This is an optimization exercise on Yosys and OpenROAD, whose aim is small area, a short achievable clock period and few clock cycles, not a production implementation.
RTL that was checked went through simulation tests only; none was proved equivalent to the original.
Power and IR drop assume default switching activity.

== red ==
==> flow/design.v <==
package smme_pkg;
    localparam int unsigned FIELD_W = 32;
    localparam int unsigned ROW_W   = 5;
    typedef struct packed {
        logic [FIELD_W-1:0] base;
        logic [FIELD_W-1:0] expo;
        logic [FIELD_W-1:0] modulus;
        logic [5:0]         top;
        logic               empty;
    } t_job;
endpackage
module smme_step #(
    parameter int ARCH = 2
) (
    input  logic [31:0] i_r,
    input  logic        i_b,
    input  logic [31:0] i_y,
    input  logic [31:0] i_m,
    input  logic        i_mz,
    output logic [31:0] o_r
);
    logic [33:0] w_s;
    logic [34:0] w_d1, w_d2;
    logic        w_c0, w_c1, w_c2;
    smme_add #(34, ARCH) u_s (
        .i_a({1'b0, i_r, i_b}), .i_b({2'b00, i_y}), .i_c(1'b0),
        .o_s(w_s), .o_co(w_c0));
    smme_add #(35, ARCH) u_d1 (
        .i_a({1'b0, w_s}), .i_b(~{2'b00, i_mz, i_m}), .i_c(1'b1),
        .o_s(w_d1), .o_co(w_c1));
    smme_add #(35, ARCH) u_d2 (
        .i_a({1'b0, w_s}), .i_b(~{1'b0, i_mz, i_m, 1'b0}), .i_c(1'b1),
        .o_s(w_d2), .o_co(w_c2));
    assign o_r = !w_d2[34] ? w_d2[31:0] : (!w_d1[34] ? w_d1[31:0] : w_s[31:0]);
endmodule
module smme_add #(
    parameter int W = 32,
    parameter int ARCH = 1
) (
    input  logic [W-1:0] i_a,
    input  logic [W-1:0] i_b,
    input  logic         i_c,
    output logic [W-1:0] o_s,
    output logic         o_co
);
    logic [W-1:0] p, g, G, P;
    always_comb begin
        p = i_a ^ i_b;
        g = i_a & i_b;
        g[0] = g[0] | (p[0] & i_c);
        G = g;
        P = p;
        if (ARCH == 0) begin
            for (int i = 1; i < W; i++) begin
                G[i] = G[i] | (P[i] & G[i-1]);
                P[i] = P[i] & P[i-1];
            end
        end else if (ARCH == 1) begin
            for (int l = 0; (1 << l) < W; l++)
                for (int i = (2 << l) - 1; i < W; i += (2 << l)) begin
                    G[i] = G[i] | (P[i] & G[i - (1 << l)]);
                    P[i] = P[i] & P[i - (1 << l)];
                end
            for (int l = 6; l >= 0; l--)
                for (int i = 3 * (1 << l) - 1; i < W; i += (2 << l)) begin
                    G[i] = G[i] | (P[i] & G[i - (1 << l)]);
                    P[i] = P[i] & P[i - (1 << l)];
                end
        end else if (ARCH == 2) begin
            for (int l = 0; (1 << l) < W; l++)
                for (int i = 0; i < W; i++)
                    if ((i >> l) & 1) begin
                        G[i] = G[i] | (P[i] & G[((i >> l) << l) - 1]);
                        P[i] = P[i] & P[((i >> l) << l) - 1];
                    end
        end else begin
            for (int l = 0; (1 << l) < W; l++)
                for (int i = W - 1; i >= (1 << l); i--) begin
                    G[i] = G[i] | (P[i] & G[i - (1 << l)]);
                    P[i] = P[i] & P[i - (1 << l)];
                end
        end
        o_s[0] = p[0] ^ i_c;
        for (int i = 1; i < W; i++) o_s[i] = p[i] ^ G[i-1];
        o_co = G[W-1];
    end
endmodule
module square_multiply_modexp_trace #(
    parameter int unsigned EXP_WIDTH = 32,
    parameter int unsigned MOD_WIDTH = 32
) (
    input  logic         i_clk,
    input  logic         i_rst_n,
    input  logic         s_axis_tvalid,
    output logic         s_axis_tready,
    input  logic [95:0]  s_axis_tdata,
    output logic         m_axis_tvalid,
    input  logic         m_axis_tready,
    output logic [71:0]  m_axis_tdata,
    output logic         m_axis_tuser,
    output logic         m_axis_tlast
);
    logic q_idle, q_red, q_sqr, q_mul;
    logic [31:0] r_m;      
    logic        r_mz;     
    logic [31:0] r_e;      
    logic [31:0] r_b;      
    logic [31:0] r_acc;    
    logic [31:0] r_sq;     
    logic [4:0]  r_cnt;    
    logic        r_first;  
    logic        r_bz0;    
    logic [4:0]  r_pos;    
    logic [4:0]  r_row;
    logic        r_valid, r_bit, r_last, r_user;
    logic        r_sr, r_ar, r_ya, r_ys, r_bi;
    logic [31:0] w_r, w_y, w_res;
    assign w_r = ({32{r_sr}} & r_sq) | ({32{r_ar}} & r_acc);
    assign w_y = ({32{r_ya}} & r_acc) | ({32{r_ys}} & r_sq);
    smme_step u_step (
        .i_r(w_r), .i_b(r_bi), .i_y(w_y), .i_m(r_m), .i_mz(r_mz),
        .o_r(w_res)
    );
    logic [31:0] w_src;
    logic [4:0]  w_lead, w_next;
    logic        w_last, w_xn;
    assign w_src = q_sqr ? r_acc : r_b;            
    always_comb begin
        w_lead = 5'd0;
        for (int k = 1; k < 32; k++)
            if (w_src[k]) w_lead = 5'(k);
    end
    assign w_last = r_first ? (w_src[31:1] == 31'd0 || (q_red && r_bz0))
                            : (r_cnt == 5'd0);
    assign w_next = (r_first ? w_lead : r_cnt) - 5'd1;
    assign w_xn   = w_src[w_next];
    logic w_op, w_hold, w_run, w_end, w_empty, w_tomul, w_emit, w_done, w_gosq, w_skip;
    assign w_op    = q_red | q_sqr | q_mul;
    assign w_hold  = r_valid && !m_axis_tready;    
    assign w_run   = w_op && !w_hold && !(q_red && w_last && !r_e[31] && r_pos != 5'd0);
    assign w_end   = w_run && w_last;
    assign w_empty = q_red && !r_e[31];            
    assign w_tomul = q_sqr && r_e[31];
    assign w_emit  = w_end && !w_tomul;            
    assign w_done  = w_emit && (w_empty || r_pos == 5'd0);   
    assign w_gosq  = w_emit && !w_done;
    assign w_skip  = q_red && !r_e[31] && r_pos != 5'd0;
    always_ff @(posedge i_clk) begin
        if (q_idle) begin
            r_m   <= s_axis_tdata[95:64];
            r_mz  <= (s_axis_tdata[95:64] == 32'd0);
            r_e   <= s_axis_tdata[63:32];
            r_b   <= s_axis_tdata[31:0];
            r_bz0 <= (s_axis_tdata[31:0] == 32'd0) || (s_axis_tdata[63:32] == 32'd0);
            r_first <= 1'b1;
            r_pos <= 5'd31;
            r_sr <= 1'b0;
            r_ar <= 1'b0;
            r_ya <= 1'b0;
            r_ys <= 1'b0;
            r_bi <= (s_axis_tdata[31:0] != 32'd0) && (s_axis_tdata[63:32] != 32'd0);
        end else begin
            if (w_skip || w_gosq) begin
                r_e   <= {r_e[30:0], 1'b0};
                r_pos <= r_pos - 5'd1;
            end
            if (q_sqr && r_first && r_row == 5'd0) r_b <= r_acc;
            if (w_run) begin
                r_first <= w_end;
                r_cnt   <= w_next;
                if (w_end) begin
                    r_sr <= 1'b0;
                    r_ar <= 1'b0;
                    r_ya <= w_gosq;
                    r_ys <= w_tomul;
                    r_bi <= 1'b0;
                end else begin
                    r_sr <= q_sqr;
                    r_ar <= !q_sqr;
                    r_ya <= w_xn && q_sqr;
                    r_ys <= w_xn && q_mul;
                    r_bi <= w_xn && q_red;
                end
            end
        end
        if (w_run) begin
            if (q_sqr) begin
                r_sq <= w_res;
                if (w_end) r_acc <= w_res;
            end else begin
                r_acc <= w_res;
                if (w_end && q_red) r_sq <= {31'd0, !w_empty};
            end
        end
        if (w_emit) begin
            r_bit  <= !w_empty && (q_red || q_mul);
            r_row  <= q_red ? 5'd0 : r_row + 5'd1;
            r_last <= w_done;
            r_user <= w_empty;
        end
        if (!i_rst_n) begin
            q_idle  <= 1'b1;
            q_red   <= 1'b0;
            q_sqr   <= 1'b0;
            q_mul   <= 1'b0;
            r_valid <= 1'b0;
        end else begin
            r_valid <= w_emit || w_hold;
            if (q_idle && s_axis_tvalid) begin
                q_idle <= 1'b0;
                q_red  <= 1'b1;
            end
            if (w_end) begin
                q_red  <= 1'b0;
                q_sqr  <= w_gosq;
                q_mul  <= w_tomul;
                q_idle <= w_done;
            end
        end
    end
    assign s_axis_tready = q_idle;
    assign m_axis_tvalid = r_valid;
    assign m_axis_tdata  = {2'b00, r_row, r_acc, r_sq, r_bit};
    assign m_axis_tuser  = r_user;
    assign m_axis_tlast  = r_last;
endmodule
clock: 11.0 ns
lec_check: 0
cap_margin: 20
core_margin: 2
core_utilization: 40
setup_slack_margin: 5
slew_margin: 20
standard.sh (not shown) runs the stock make flow with config.mk's settings and CLKGATE_MAP_FILE= SYNTH_SCRIPT=/design/flow/synth_recipe.tcl, a recipe that flattens the netlist after the stock synthesis.
==> flow/flow/run.sh <==
#!/bin/bash
# Layout flow: the standard layout (standard.sh, ORFS from synthesis to
# finish, unchanged synthesis), except that every input and output port gets
# a sky130_fd_sc_hd__buf_1 as its port buffer instead of the default cell that
# buffer_ports picks. The full output goes to standard.log in the work folder;
# ORFS keeps each step's own log under orfs/logs.
set -euo pipefail
bash standard.sh "BUFFER_PORTS_ARGS=-buffer_cell sky130_fd_sc_hd__buf_1" finish > standard.log 2>&1
Testbench counts of red, summed over its fixed seeds: cycles 106,295.
Relative to red, the following input files were edited for blue:
diff --git a/flow/design.v b/flow/design.v
--- a/flow/design.v
+++ b/flow/design.v
@@ -188,9 +188,8 @@
                 r_sq <= w_res;
                 if (w_end) r_acc <= w_res;
             end else begin
                 r_acc <= w_res;
-                if (w_end && q_red) r_sq <= {31'd0, !w_empty};
             end
         end
         if (w_emit) begin
             r_bit  <= !w_empty && (q_red || q_mul);
@@ -219,8 +218,9 @@
         end
     end
     assign s_axis_tready = q_idle;
     assign m_axis_tvalid = r_valid;
-    assign m_axis_tdata  = {2'b00, r_row, r_acc, r_sq, r_bit};
+    assign m_axis_tdata  = {2'b00, r_row, r_acc,
+                            (r_row == 5'd0) ? {31'd0, !r_user} : r_sq, r_bit};
     assign m_axis_tuser  = r_user;
     assign m_axis_tlast  = r_last;
 endmodule
==> comparison <==
The required time of the critical path reported for blue is smaller than that of red by 0.03 ns.
Buffers plus inverters on the worst setup path in blue is 4 above red.
blue: met2 capacity usage during global routing 1.8 points below red
Looking at share of power burned in registers, blue sits below red.
blue — number of nets in the layout about 1.1% higher, red as reference
blue vs. red: detailed placement HPWL lower, design area higher, synthesis-to-layout area growth higher.
There was hardly any difference in leakage power of the design between blue and red.
blue vs red on part of the power in combinational logic: blue is the higher one.
Taking red as the reference, in blue detailed-route via count ~0 delta; clock skew ~0 delta; maximum operating frequency -3.7%.
Taking red as the reference point, the post-CTS setup buffer count of blue rises by 1.
For blue, only the layout was checked, not whether the RTL still works.

[separate check: timing with driven ports]
Ports are ideal in the flow. The routed layouts listed here were re-timed in OpenROAD.
Step 1 sets driving cells, clkbuf_16 on the clock port and buf_2 on the other inputs (assumed; they add their load-dependent delay and slew).
Step 2, shift: input delay + t, output delay - t, t = (earliest + latest rising clock arrival at the registers) / 2. This alone moves slack from input paths to output paths.
Slacks: ideal ports / drivers / drivers and shift; pairs: ideal ports / drivers.
run	shift t [ns]	slack for setup (ns)	clock arrival spread, ns	worst data-port slew with drivers (ns)
red	0.504	5.202 / 5.202 / 5.202	0.013 / 0.013	0.06
blue	0.509	4.980 / 4.980 / 4.980	0.014 / 0.014	0.08
After both steps every run listed still meets setup and hold.
